This is an optimization exercise on Yosys and OpenROAD, whose aim is small area, not a production implementation.
Only simulation tests tie the RTL to the original design; equivalence was not proved.
Power figures rest on the tool's default switching activity, not on a simulated workload.

<file path="flow/design.v">
package cac_pkg;
    localparam logic [2:0] FUNC_PREPARE   = 3'd0;
    localparam logic [2:0] FUNC_ACCEPT    = 3'd1;
    localparam logic [2:0] FUNC_PERSISTED = 3'd2;
    localparam logic [2:0] FUNC_RECOVER   = 3'd3;
    localparam logic [2:0] FUNC_TICK      = 3'd4;
    localparam logic [2:0] MSG_NONE      = 3'd0;
    localparam logic [2:0] MSG_PROMISE   = 3'd1;
    localparam logic [2:0] MSG_PREP_NACK = 3'd2;
    localparam logic [2:0] MSG_PERMIT    = 3'd3;
    localparam logic [2:0] MSG_ACC_NACK  = 3'd4;
    localparam int CFG_DATA_BITS = 32;
    localparam int TICK_BITS     = 32;
    typedef logic [0:0] cfg_idx_t;
    localparam cfg_idx_t CFG_ACTIVE   = 1'b0;
    localparam cfg_idx_t CFG_LIVENESS = 1'b1;
    localparam logic [TICK_BITS-1:0] LIVENESS_RESET = 32'd1000;
endpackage
module cac_queue #(
    parameter int WIDTH = 8
) (
    input  logic             clk,
    input  logic             rst_n,
    input  logic             push,
    input  logic [WIDTH-1:0] wdata,
    input  logic             pop,
    output logic [WIDTH-1:0] rdata,
    output logic             full,
    output logic             empty
);
    logic [WIDTH-1:0] entries_reg [4];
    logic [2:0]       wr_ptr_reg;
    logic [2:0]       rd_ptr_reg;
    assign full  = (wr_ptr_reg ^ rd_ptr_reg) == 3'b100;
    assign empty = wr_ptr_reg == rd_ptr_reg;
    logic [3:0] rd_oh_reg;
    always_comb
    begin
        rdata = '0;
        for (int i = 0; i < 4; i++)
            rdata = rdata | (entries_reg[i] & {WIDTH{rd_oh_reg[i]}});
    end
    always_ff @(posedge clk or negedge rst_n)
    begin
        if (!rst_n)
            rd_oh_reg <= 4'b0001;
        else if (pop)
            rd_oh_reg <= {rd_oh_reg[2:0], rd_oh_reg[3]};
    end
    always_ff @(posedge clk or negedge rst_n)
    begin
        if (!rst_n)
        begin
            wr_ptr_reg <= '0;
            rd_ptr_reg <= '0;
        end
        else
        begin
            if (push)
                wr_ptr_reg <= wr_ptr_reg + 3'd1;
            if (pop)
                rd_ptr_reg <= rd_ptr_reg + 3'd1;
        end
    end
    always_ff @(posedge clk)
    begin
        if (push)
            entries_reg[wr_ptr_reg[1:0]] <= wdata;
    end
endmodule
module cac_front #(
    parameter int ID_BITS    = 48,
    parameter int VALUE_BITS = 64,
    parameter int UID_BITS   = 16,
    parameter int POOL_BITS  = ID_BITS - UID_BITS,
    parameter int ENT_BITS   = 5 + ID_BITS + UID_BITS + VALUE_BITS
) (
    input  logic                               clk,
    input  logic                               rst_n,
    input  logic                               req_valid,
    output logic                               req_ready,
    input  logic [2:0]                         req_func,
    input  logic [UID_BITS-1:0]                req_from_uid,
    input  logic [ID_BITS-1:0]                 req_proposal_id,
    input  logic [ID_BITS-1:0]                 req_accepted_in,
    input  logic [VALUE_BITS-1:0]              req_value,
    input  logic                               cfg_we,
    input  cac_pkg::cfg_idx_t                  cfg_index,
    input  logic [cac_pkg::CFG_DATA_BITS-1:0]  cfg_data,
    input  logic                               q_full,
    output logic                               push,
    output logic [ENT_BITS-1:0]                ent,
    output logic [POOL_BITS-1:0]               pool0,
    output logic [POOL_BITS-1:0]               pool1
);
    logic                          active_reg;
    logic [cac_pkg::TICK_BITS-1:0] window_reg;
    logic [cac_pkg::TICK_BITS-1:0] idle_reg, idle_next;
    logic [1:0]          op;
    logic                flag;
    logic                expired;
    logic [UID_BITS-1:0] aux;
    logic                is_rec;
    logic                last_rec_reg;
    logic                cur_reg;
    logic                slot;
    logic [POOL_BITS-1:0] pool0_reg;
    logic [POOL_BITS-1:0] pool1_reg;
    assign req_ready = !q_full;
    assign push      = req_valid && !q_full;
    always_ff @(posedge clk or negedge rst_n)
    begin
        if (!rst_n)
        begin
            active_reg <= 1'b1;
            window_reg <= cac_pkg::LIVENESS_RESET;
        end
        else if (cfg_we)
        begin
            if (cfg_index == cac_pkg::CFG_ACTIVE)
                active_reg <= cfg_data[0];
            else
                window_reg <= cfg_data[cac_pkg::TICK_BITS-1:0];
        end
    end
    always_comb
    begin
        idle_next = idle_reg;
        if (req_func == cac_pkg::FUNC_PREPARE)
            idle_next = '0;
        else if (req_func == cac_pkg::FUNC_TICK && idle_reg != '1)
            idle_next = idle_reg + 1'b1;
    end
    logic idle_gt, idle_eq, idle_sat, is_tick;
    assign idle_gt  = idle_reg > window_reg;
    assign idle_eq  = idle_reg == window_reg;
    assign idle_sat = idle_reg == '1;
    assign is_tick  = req_func == cac_pkg::FUNC_TICK;
    assign expired  = req_func != cac_pkg::FUNC_PREPARE
                      && (idle_gt || (is_tick && !idle_sat && idle_eq));
    always_ff @(posedge clk or negedge rst_n)
    begin
        if (!rst_n)
            idle_reg <= '0;
        else if (push)
            idle_reg <= idle_next;
    end
    assign op   = req_func[2] ? 2'd3 : req_func[1:0];
    assign flag = req_func[2] ? 1'b0 : ((req_func[1:0] == 2'd3) ? 1'b1 : active_reg);
    assign is_rec = req_func == cac_pkg::FUNC_RECOVER;
    assign slot   = last_rec_reg ? cur_reg : !cur_reg;
    assign aux    = is_rec ? req_accepted_in[UID_BITS-1:0] : req_from_uid;
    assign ent    = {op, flag, expired, slot, req_proposal_id, aux, req_value};
    assign pool0  = pool0_reg;
    assign pool1  = pool1_reg;
    always_ff @(posedge clk or negedge rst_n)
    begin
        if (!rst_n)
        begin
            last_rec_reg <= 1'b0;
            cur_reg      <= 1'b0;
        end
        else if (push)
        begin
            last_rec_reg <= is_rec;
            if (is_rec)
                cur_reg <= slot;
        end
    end
    always_ff @(posedge clk)
    begin
        if (push && is_rec && !slot)
            pool0_reg <= req_accepted_in[ID_BITS-1:UID_BITS];
        if (push && is_rec && slot)
            pool1_reg <= req_accepted_in[ID_BITS-1:UID_BITS];
    end
endmodule
module cac_back #(
    parameter int ID_BITS    = 48,
    parameter int VALUE_BITS = 64,
    parameter int UID_BITS   = 16,
    parameter int POOL_BITS  = ID_BITS - UID_BITS,
    parameter int ENT_BITS   = 5 + ID_BITS + UID_BITS + VALUE_BITS
) (
    input  logic                  clk,
    input  logic                  rst_n,
    input  logic [ENT_BITS-1:0]   ent,
    input  logic [POOL_BITS-1:0]  pool0,
    input  logic [POOL_BITS-1:0]  pool1,
    input  logic                  q_empty,
    output logic                  pop,
    output logic                  rsp_valid,
    input  logic                  rsp_ready,
    output logic [2:0]            rsp_msg_kind,
    output logic [UID_BITS-1:0]   rsp_dest_uid,
    output logic [ID_BITS-1:0]    rsp_msg_proposal_id,
    output logic [ID_BITS-1:0]    rsp_msg_other_id,
    output logic [VALUE_BITS-1:0] rsp_msg_value,
    output logic                  rsp_persist_needed,
    output logic                  rsp_prepare_expired,
    output logic                  rsp_last
);
    logic [1:0]            h_op;
    logic                  h_flag;
    logic                  h_exp;
    logic [ID_BITS-1:0]    h_pid;
    logic                  h_slot;
    logic [UID_BITS-1:0]   h_uid;
    logic [VALUE_BITS-1:0] h_val;
    logic [ID_BITS-1:0]    h_acc;
    assign {h_op, h_flag, h_exp, h_slot, h_pid, h_uid, h_val} = ent;
    assign h_acc = {h_slot ? pool1 : pool0, h_uid};
    logic [ID_BITS-1:0]    promised_reg;
    logic [ID_BITS-1:0]    acc_id_reg;
    logic [VALUE_BITS-1:0] acc_val_reg;
    logic                  prom_pend_reg;
    logic                  acc_pend_reg;
    logic [UID_BITS-1:0]   prom_uid_reg;
    logic [UID_BITS-1:0]   acc_uid_reg;
    logic                  prom_clr_reg;  
    logic                  acc_clr_reg;   
    logic                  out_valid_reg;
    logic                  second_reg;
    logic                  k_promise;
    logic                  k_permit;
    logic                  k_pnack;
    logic                  k_anack;
    logic                  live_reg;      
    logic                  exp_reg;
    logic [UID_BITS-1:0]   uid_reg;
    logic [ID_BITS-1:0]    pid_reg;
    logic slot_free;
    logic load_second;
    assign slot_free   = !out_valid_reg || rsp_ready;
    assign load_second = slot_free && second_reg;
    assign pop         = slot_free && !second_reg && !q_empty;
    logic pid_eq_prom, pid_lt_prom, prom_zero, dup;
    logic is_prep, is_acc, is_pers, is_rec;
    logic prep_promise, prep_take, prep_nack;
    logic acc_permit, acc_take, acc_nack;
    logic set_prom, set_acc;
    logic [2:0] kind_d;
    logic live_d, two_d;
    logic pid_zero;
    assign pid_zero    = h_pid == '0;
    assign prom_zero   = prom_clr_reg;
    assign pid_eq_prom = !prom_zero && h_pid == promised_reg;
    assign pid_lt_prom = !prom_zero && h_pid < promised_reg;
    assign dup         = !acc_clr_reg && !pid_zero && h_pid == acc_id_reg && h_val == acc_val_reg;
    assign is_prep = h_op == 2'd0;
    assign is_acc  = h_op == 2'd1;
    assign is_pers = h_op == 2'd2;
    assign is_rec  = h_op == 2'd3 && h_flag;
    assign prep_promise = is_prep && pid_eq_prom;
    assign prep_take    = is_prep && !pid_eq_prom && !pid_lt_prom && !prom_pend_reg;
    assign prep_nack    = is_prep && pid_lt_prom;
    assign acc_permit   = is_acc && dup;
    assign acc_take     = is_acc && !dup && !pid_lt_prom && !acc_pend_reg;
    assign acc_nack     = is_acc && !dup && pid_lt_prom;
    assign set_prom = pop && (prep_take || acc_take || is_rec);
    assign set_acc  = pop && (acc_take || is_rec);
    always_comb
    begin
        kind_d = cac_pkg::MSG_NONE;
        live_d = 1'b0;
        two_d  = 1'b0;
        if (h_flag)
        begin
            if (prep_promise)
                kind_d = cac_pkg::MSG_PROMISE;
            else if (prep_nack)
                kind_d = cac_pkg::MSG_PREP_NACK;
            else if (acc_permit)
                kind_d = cac_pkg::MSG_PERMIT;
            else if (acc_nack)
                kind_d = cac_pkg::MSG_ACC_NACK;
            else if (is_pers)
            begin
                live_d = 1'b1;
                if (prom_pend_reg)
                begin
                    kind_d = cac_pkg::MSG_PROMISE;
                    two_d  = acc_pend_reg;
                end
                else if (acc_pend_reg)
                    kind_d = cac_pkg::MSG_PERMIT;
            end
        end
    end
    always_ff @(posedge clk or negedge rst_n)
    begin
        if (!rst_n)
        begin
            prom_clr_reg  <= 1'b1;
            acc_clr_reg   <= 1'b1;
            prom_pend_reg <= 1'b0;
            acc_pend_reg  <= 1'b0;
        end
        else
        begin
            if (set_prom)
                prom_clr_reg <= pid_zero;
            if (set_acc)
                acc_clr_reg <= 1'b0;
            if (pop && prep_take && h_flag)
                prom_pend_reg <= 1'b1;
            else if (pop && is_pers)
                prom_pend_reg <= 1'b0;
            if (pop && acc_take && h_flag)
                acc_pend_reg <= 1'b1;
            else if (pop && is_pers)
                acc_pend_reg <= 1'b0;
        end
    end
    always_ff @(posedge clk)
    begin
        if (set_prom)
            promised_reg <= h_pid;
        if (set_acc)
        begin
            acc_id_reg  <= is_rec ? h_acc : h_pid;
            acc_val_reg <= h_val;
        end
        if (pop && prep_take && h_flag)
            prom_uid_reg <= h_uid;
        if (pop && acc_take && h_flag)
            acc_uid_reg <= h_uid;
    end
    always_ff @(posedge clk or negedge rst_n)
    begin
        if (!rst_n)
        begin
            out_valid_reg <= 1'b0;
            second_reg    <= 1'b0;
        end
        else if (pop)
        begin
            out_valid_reg <= 1'b1;
            second_reg    <= two_d;
        end
        else if (load_second)
        begin
            out_valid_reg <= 1'b1;
            second_reg    <= 1'b0;
        end
        else if (rsp_ready)
            out_valid_reg <= 1'b0;
    end
    always_ff @(posedge clk)
    begin
        if (pop)
        begin
            k_promise <= kind_d == cac_pkg::MSG_PROMISE;
            k_permit  <= kind_d == cac_pkg::MSG_PERMIT;
            k_pnack   <= kind_d == cac_pkg::MSG_PREP_NACK;
            k_anack   <= kind_d == cac_pkg::MSG_ACC_NACK;
            live_reg  <= live_d;
            exp_reg  <= h_exp;
            uid_reg  <= h_uid;
            pid_reg  <= h_pid;
        end
        else if (load_second)
        begin
            k_promise <= 1'b0;
            k_permit  <= 1'b1;
        end
    end
    logic k_nack, s_oacc, s_val, s_du, s_dp, s_da;
    assign k_nack = k_pnack || k_anack;
    assign s_oacc = k_promise && !acc_clr_reg;
    assign s_val  = (k_promise || k_permit) && !acc_clr_reg;
    assign s_du   = !live_reg && (k_promise || k_permit || k_nack);
    assign s_dp   = live_reg && k_promise;
    assign s_da   = live_reg && k_permit;
    assign rsp_valid           = out_valid_reg;
    assign rsp_msg_kind        = {k_anack, k_pnack || k_permit, k_promise || k_permit};
    assign rsp_dest_uid        = (uid_reg & {UID_BITS{s_du}})
                               | (prom_uid_reg & {UID_BITS{s_dp}})
                               | (acc_uid_reg & {UID_BITS{s_da}});
    assign rsp_msg_proposal_id = (promised_reg & {ID_BITS{k_promise}})
                               | (acc_id_reg & {ID_BITS{k_permit}})
                               | (pid_reg & {ID_BITS{k_nack}});
    assign rsp_msg_other_id    = (acc_id_reg & {ID_BITS{s_oacc}})
                               | (promised_reg & {ID_BITS{k_nack}});
    assign rsp_msg_value       = acc_val_reg & {VALUE_BITS{s_val}};
    assign rsp_persist_needed  = prom_pend_reg || acc_pend_reg;
    assign rsp_prepare_expired = exp_reg;
    assign rsp_last            = !second_reg;
endmodule
module consensus_acceptor #(
    parameter int ID_BITS     = 48,
    parameter int VALUE_BITS  = 64,
    parameter int UID_BITS    = 16,
    parameter int QUEUE_DEPTH = 4
) (
    input  logic                               clk,
    input  logic                               rst_n,
    input  logic                               req_valid,
    output logic                               req_ready,
    input  logic [2:0]                         req_func,
    input  logic [UID_BITS-1:0]                req_from_uid,
    input  logic [ID_BITS-1:0]                 req_proposal_id,
    input  logic [ID_BITS-1:0]                 req_accepted_in,
    input  logic [VALUE_BITS-1:0]              req_value,
    output logic                               rsp_valid,
    input  logic                               rsp_ready,
    output logic [2:0]                         rsp_msg_kind,
    output logic [UID_BITS-1:0]                rsp_dest_uid,
    output logic [ID_BITS-1:0]                 rsp_msg_proposal_id,
    output logic [ID_BITS-1:0]                 rsp_msg_other_id,
    output logic [VALUE_BITS-1:0]              rsp_msg_value,
    output logic                               rsp_persist_needed,
    output logic                               rsp_prepare_expired,
    output logic                               rsp_last,
    input  logic                               cfg_we,
    input  cac_pkg::cfg_idx_t                  cfg_index,
    input  logic [cac_pkg::CFG_DATA_BITS-1:0]  cfg_data
);
    localparam int POOL_BITS = ID_BITS - UID_BITS;
    localparam int ENT_BITS  = 5 + ID_BITS + UID_BITS + VALUE_BITS;
    logic                q_push;
    logic                q_pop;
    logic                q_full;
    logic                q_empty;
    logic [ENT_BITS-1:0] q_wdata;
    logic [ENT_BITS-1:0] q_rdata;
    logic [POOL_BITS-1:0] pool0;
    logic [POOL_BITS-1:0] pool1;
    cac_front #(
        .ID_BITS    (ID_BITS),
        .VALUE_BITS (VALUE_BITS),
        .UID_BITS   (UID_BITS),
        .POOL_BITS  (POOL_BITS),
        .ENT_BITS   (ENT_BITS)
    ) u_front (
        .clk             (clk),
        .rst_n           (rst_n),
        .req_valid       (req_valid),
        .req_ready       (req_ready),
        .req_func        (req_func),
        .req_from_uid    (req_from_uid),
        .req_proposal_id (req_proposal_id),
        .req_accepted_in (req_accepted_in),
        .req_value       (req_value),
        .cfg_we          (cfg_we),
        .cfg_index       (cfg_index),
        .cfg_data        (cfg_data),
        .q_full          (q_full),
        .push            (q_push),
        .ent             (q_wdata),
        .pool0           (pool0),
        .pool1           (pool1)
    );
    cac_queue #(
        .WIDTH (ENT_BITS)
    ) u_queue (
        .clk   (clk),
        .rst_n (rst_n),
        .push  (q_push),
        .wdata (q_wdata),
        .pop   (q_pop),
        .rdata (q_rdata),
        .full  (q_full),
        .empty (q_empty)
    );
    cac_back #(
        .ID_BITS    (ID_BITS),
        .VALUE_BITS (VALUE_BITS),
        .UID_BITS   (UID_BITS),
        .POOL_BITS  (POOL_BITS),
        .ENT_BITS   (ENT_BITS)
    ) u_back (
        .clk                 (clk),
        .rst_n               (rst_n),
        .ent                 (q_rdata),
        .pool0               (pool0),
        .pool1               (pool1),
        .q_empty             (q_empty),
        .pop                 (q_pop),
        .rsp_valid           (rsp_valid),
        .rsp_ready           (rsp_ready),
        .rsp_msg_kind        (rsp_msg_kind),
        .rsp_dest_uid        (rsp_dest_uid),
        .rsp_msg_proposal_id (rsp_msg_proposal_id),
        .rsp_msg_other_id    (rsp_msg_other_id),
        .rsp_msg_value       (rsp_msg_value),
        .rsp_persist_needed  (rsp_persist_needed),
        .rsp_prepare_expired (rsp_prepare_expired),
        .rsp_last            (rsp_last)
    );
endmodule
</file>
<file path="flow/flow/run.sh">
#!/bin/bash
# The standard layout (standard.sh) with two changes: the port buffers are
# the smallest buffer cell, and the clock tree uses clkbuf_4 leaf buffers on
# small clusters and clkbuf_8 above them, without dummy loads. Each ORFS step
# logs to orfs/logs; make's own output goes to standard.log here.
set -euo pipefail
export BUFFER_PORTS_ARGS="-buffer_cell sky130_fd_sc_hd__buf_1"
export CTS_ARGS="-sink_clustering_enable -repair_clock_nets -buf_list sky130_fd_sc_hd__clkbuf_8 -root_buf sky130_fd_sc_hd__clkbuf_8 -sink_clustering_buffer sky130_fd_sc_hd__clkbuf_8 -sink_clustering_size 18 -sink_clustering_max_diameter 35 -dont_use_dummy_load"
bash standard.sh > standard.log 2>&1
</file>
<file path="flow/standard.sh">
#!/bin/bash
# synth_recipe.tcl (not shown) runs the flow's synth.tcl, then flattens the netlist and writes it again
# the make line also repeats each setting of config.mk as NAME=value (left out here)
make -C /OpenROAD-flow-scripts/flow DESIGN_CONFIG=/design/flow/config.mk WORK_HOME=/design/flow/orfs CLKGATE_MAP_FILE= SYNTH_SCRIPT=/design/flow/synth_recipe.tcl "${@:-finish}"
</file>
<file path="flow/config.mk">
export PLATFORM = sky130hd
export DESIGN_NAME = consensus_acceptor
export DESIGN_NICKNAME = consensus_acceptor
export VERILOG_FILES = /design/flow/design.v
export SDC_FILE = /design/flow/constraint.sdc
export NUM_CORES = 4
export LEC_CHECK = 0
export CAP_MARGIN = 20
export CORE_MARGIN = 2
export CORE_UTILIZATION = 70
export SLEW_MARGIN = 20
</file>
<file path="flow/constraint.sdc">
create_clock -name core_clock -period 10.0 [get_ports {clk}]
set_input_delay 2.0000 -clock core_clock [delete_from_list [all_inputs] [get_ports {clk}]]
set_output_delay 2.0000 -clock core_clock [all_outputs]
set_load 0.01 [all_outputs]
</file>
==> run notes <==
==> cell families (layout without fill, tap and decap cells) <==
kind of cell | count (synthesis) | after routing | synth area share [%]
multiplexers | 56 | 56 | 1.62
buffers and inverters | 318 | 761 | 3.68
AO/OA/AOI/OAI | 578 | 578 | 11.2
XOR/XNOR | 101 | 101 | 2.26
other | 0 | 23 | 0
flip-flops | 941 | 941 | 71.1
adder cells (fa/ha/maj) | 84 | 84 | 2.68
AND/OR/NAND/NOR | 608 | 608 | 7.44
==> stage by stage <==
step	util, %	std cells	total power, uW	hold WS, ps
detailed placement	74.7	3739	6760	481
global placement	74.7	3739	6700	474
CTS	78.1	3876	9190	489
finish	78.3	3900	9220	499
global route	78.2	3886	9490	501
floorplan	-	2686	6150	462
==> Yosys cell counts (23+ instances only) <==
cell type  count
nand4_1       39
ha_1          84
xor2_1        70
nor4_1        31
nor2_1       104
and2_1        72
a22oi_1      220
dfrtp_1       73
o21ai_0       75
xnor2_1       31
nand3_1       23
a22o_1        23
inv_1        189
mux2_2        54
a222oi_1      64
a21oi_1       56
a31oi_1       43
buf_2         23
clkbuf_1      67
nand2_1      259
buf_6         27
edfxtp_1     858
==> where the power goes <==
group / switching, uW / internal (uW)
registers: 205 / 5080
logic: 1130 / 325
clock network: 1280 / 1210
total: 2610 / 6610
==> worst max-delay path: cells and delay by family (launching register included) <==
family / cells / cell delay [ps]
fa+ha+maj: 1 / 210
buf+inv: 2 / 1430
compound gates: 3 / 1620
simple gates: 5 / 1460
flops: 1 / 1150
==> area by class of cell <==
class	instances	area, sq um	area share [%]
timing repair buffer	435	1800	4.18
multi-input combinational	1427	9950	23.0
clock buffer	137	1890	4.36
sequential	941	27900	64.5
tap	748	936	2.17
inverter	189	709	1.64
antenna	23	57.6	0.133
==> worst max-delay path by stage <==
stage,cells after the start,to,from,slack [ps]
floorplan,5,u_back.acc_id_reg[0],rsp_ready,1420
global route,11,u_back.acc_val_reg[35],u_queue.rd_oh_reg[0],3360
detailed placement,11,u_back.acc_id_reg[36],u_queue.rd_oh_reg[0],3760
CTS,11,u_back.acc_id_reg[44],u_queue.rd_oh_reg[0],3730
global placement,11,u_back.acc_id_reg[45],u_queue.rd_oh_reg[0],3930
finish,11,u_back.acc_id_reg[44],u_queue.rd_oh_reg[0],3610
==> layer usage <==
metal  share of wire [%]  routed length (um)  vias up
li1                    -                   -    11100
met5                0.12                 135        -
met4                 5.5                6130       20
met3                  12               13100      335
met2                  47               53100     1861
met1                  35               39600    13000
==> run notes <==
* Core area at 55200 sq um
* Final ANT Viol Nets at 0
* F_max at 156 MHz
* Area leader, netlist: edfxtp_1
* Worst Setup End Kind: register
* Die span in y at 241 um
* Postcts setup bufs at 0
* Synth Net Count at 2987
* DP Wirelength at 75.0 mm
* Initial antenna violation count at 30
* Final WS setup at 3610 ps
* Startpoint Class: register
* Fin Setup TNS at 0 ps
* GR Util met1 at 50.3%
* Yosys reg bits at 941
* Worst relative slew slack at 29.0%
* DRC at 0
* Final hold violation count at 0
* Area growth, synth to finish at 10.3%
* Largest net degree at the start of global routing at 135
* Total gr overflow at 0
* Final Critical Period at 6390 ps
* Final net count at 3432
* Final Setup Violations at 0
* Vias/cell at 6.74
* Worst Hold Path Cells at 1
* DR vias at 26300
* Most used DFF post-synth: edfxtp_1
* Starting density of the core at 70.9%
* Share of post-route cells with drive strength above 1 at 9.49%
* Slowest stage cell on the critical path: dfstp_4
* Initial DRC Count at 3897
* End of the worst hold path: u_front.cur_reg
* Area of the mapped netlist at 39200 sq um
* Most common cell after layout, fill and taps aside: edfxtp_1
* Critical Path AT at 6780 ps
* FFs w/ async S/R, synth at 8.82%
* Placed Area at 41200 sq um
* Worst r2r src: u_queue.rd_oh_reg[0]
* Total power divided by cell area at 213 nW/um^2
* Crit-path max cell delay at 1150 ps
* Max FFs per register at 532
* Fillers at 3299
* Most frequent cells in the layout: edfxtp_1, buf_1, nand2_1
* Global placer's final weighted congestion at 0.946
* Final wirelength at 112 mm
* Sink Count at 941
* Global-route wire length before repair at 161 mm
* GR Util met3 at 10.6%
* GRT busiest layer: met2
* Leak at 0.0164 uW
* WL/cell at 28.7 um
* Number of max-cap violations at 0
* Worst-path cell chain: buf_4, a22oi_1, nand2_1, ha_1, nand4_1, nor4_1, nand3_1, o2111ai_1, nand4_2, a21oi_4, buf_4
* Num ports at 401
* Top cells by area, synth: edfxtp_1, dfrtp_1, a22oi_1, ha_1, nand2_1
* Routing usage on met2 at 60.3%
* TritonCTS clock tree: yes
* Measured slew at the worst slew-check pin at 1060 ps
* Pre-Repair DR Iteration Count at 10
* Post-route clock period utilization at 63.9%
* Register area share after synthesis at 71.1%
* Clock-pin slew on the worst setup and hold paths at 60 ps
* Max IR drop VDD at 301 uV
* Row cnt at 86
* Avg Inst Size Synth at 14.6 sq um
* Min-delay src: u_front.cur_reg
* Status: timing/DRC/antenna clean
* Die area at 57900 sq um
* CTS root buf: clkbuf_8
* Vias in the first global route at 25800
* Setup Skew at 65.1 ps
* Share of the synthesized area in the top cell type at 65.8%
* R2R Path End: u_back.acc_id_reg[44]
* DP Worst Slack at 3760 ps
* Reg-to-reg slack, setup at 3610 ps
* Cts hold-fix bufs at 0
* H-Tree Level Count at 4
* Synthesized instance count at 2686
* Max Root-Sink Buffers at 3
* # port buffers at 400
* Min-delay worst type: register to register
* CTS Buf Count at 137
* CP max FO at 58
* Yosys warnings at 3
* RSZ-0062 raised after global routing: false
* Die width at 241 um
* Worst-Skew Late Latency at 800 ps
* Cell variety after synth at 72
* Crit path kind: register to register
* Worst Path Required at 10390 ps
* Critical path's most frequent cell: buf_4
* Post_cts resized at 0
* R2R cell count at 11
* Total GRT Usage at 38.8%
* Final Max Tran Viols at 0
* Final instance area at 43200 sq um
* Post-synth EDFFs at 858

port drivers added, routing unchanged:
No port has a modelled driver above. Below, the same layout with a new extraction and two added sets of constraints. Step 1, drivers: a clkbuf_16 drives clk and a buf_2 each remaining input, both assumed. Step 2 times the ports against the registers' clock, not the clock port: input delays grow and output delays shrink by t, the midpoint of the rising clock arrivals with the driver on. a / b / c = ideal / step 1 / step 2; a / b = the first two.
t (ns): 0.833
setup slack, ns: 3.606 / 3.606 / 3.606
worst hold slack (ns): 0.499 / 0.499 / 0.499
slew at the worst register clock pin (ns): 0.09 / 0.09
pins driven straight from the clock port: 1
After both steps this run still meets setup and hold. For this run, drivers alone change the setup slack by 0.000 ns; drivers and shift together by 0.000 ns.
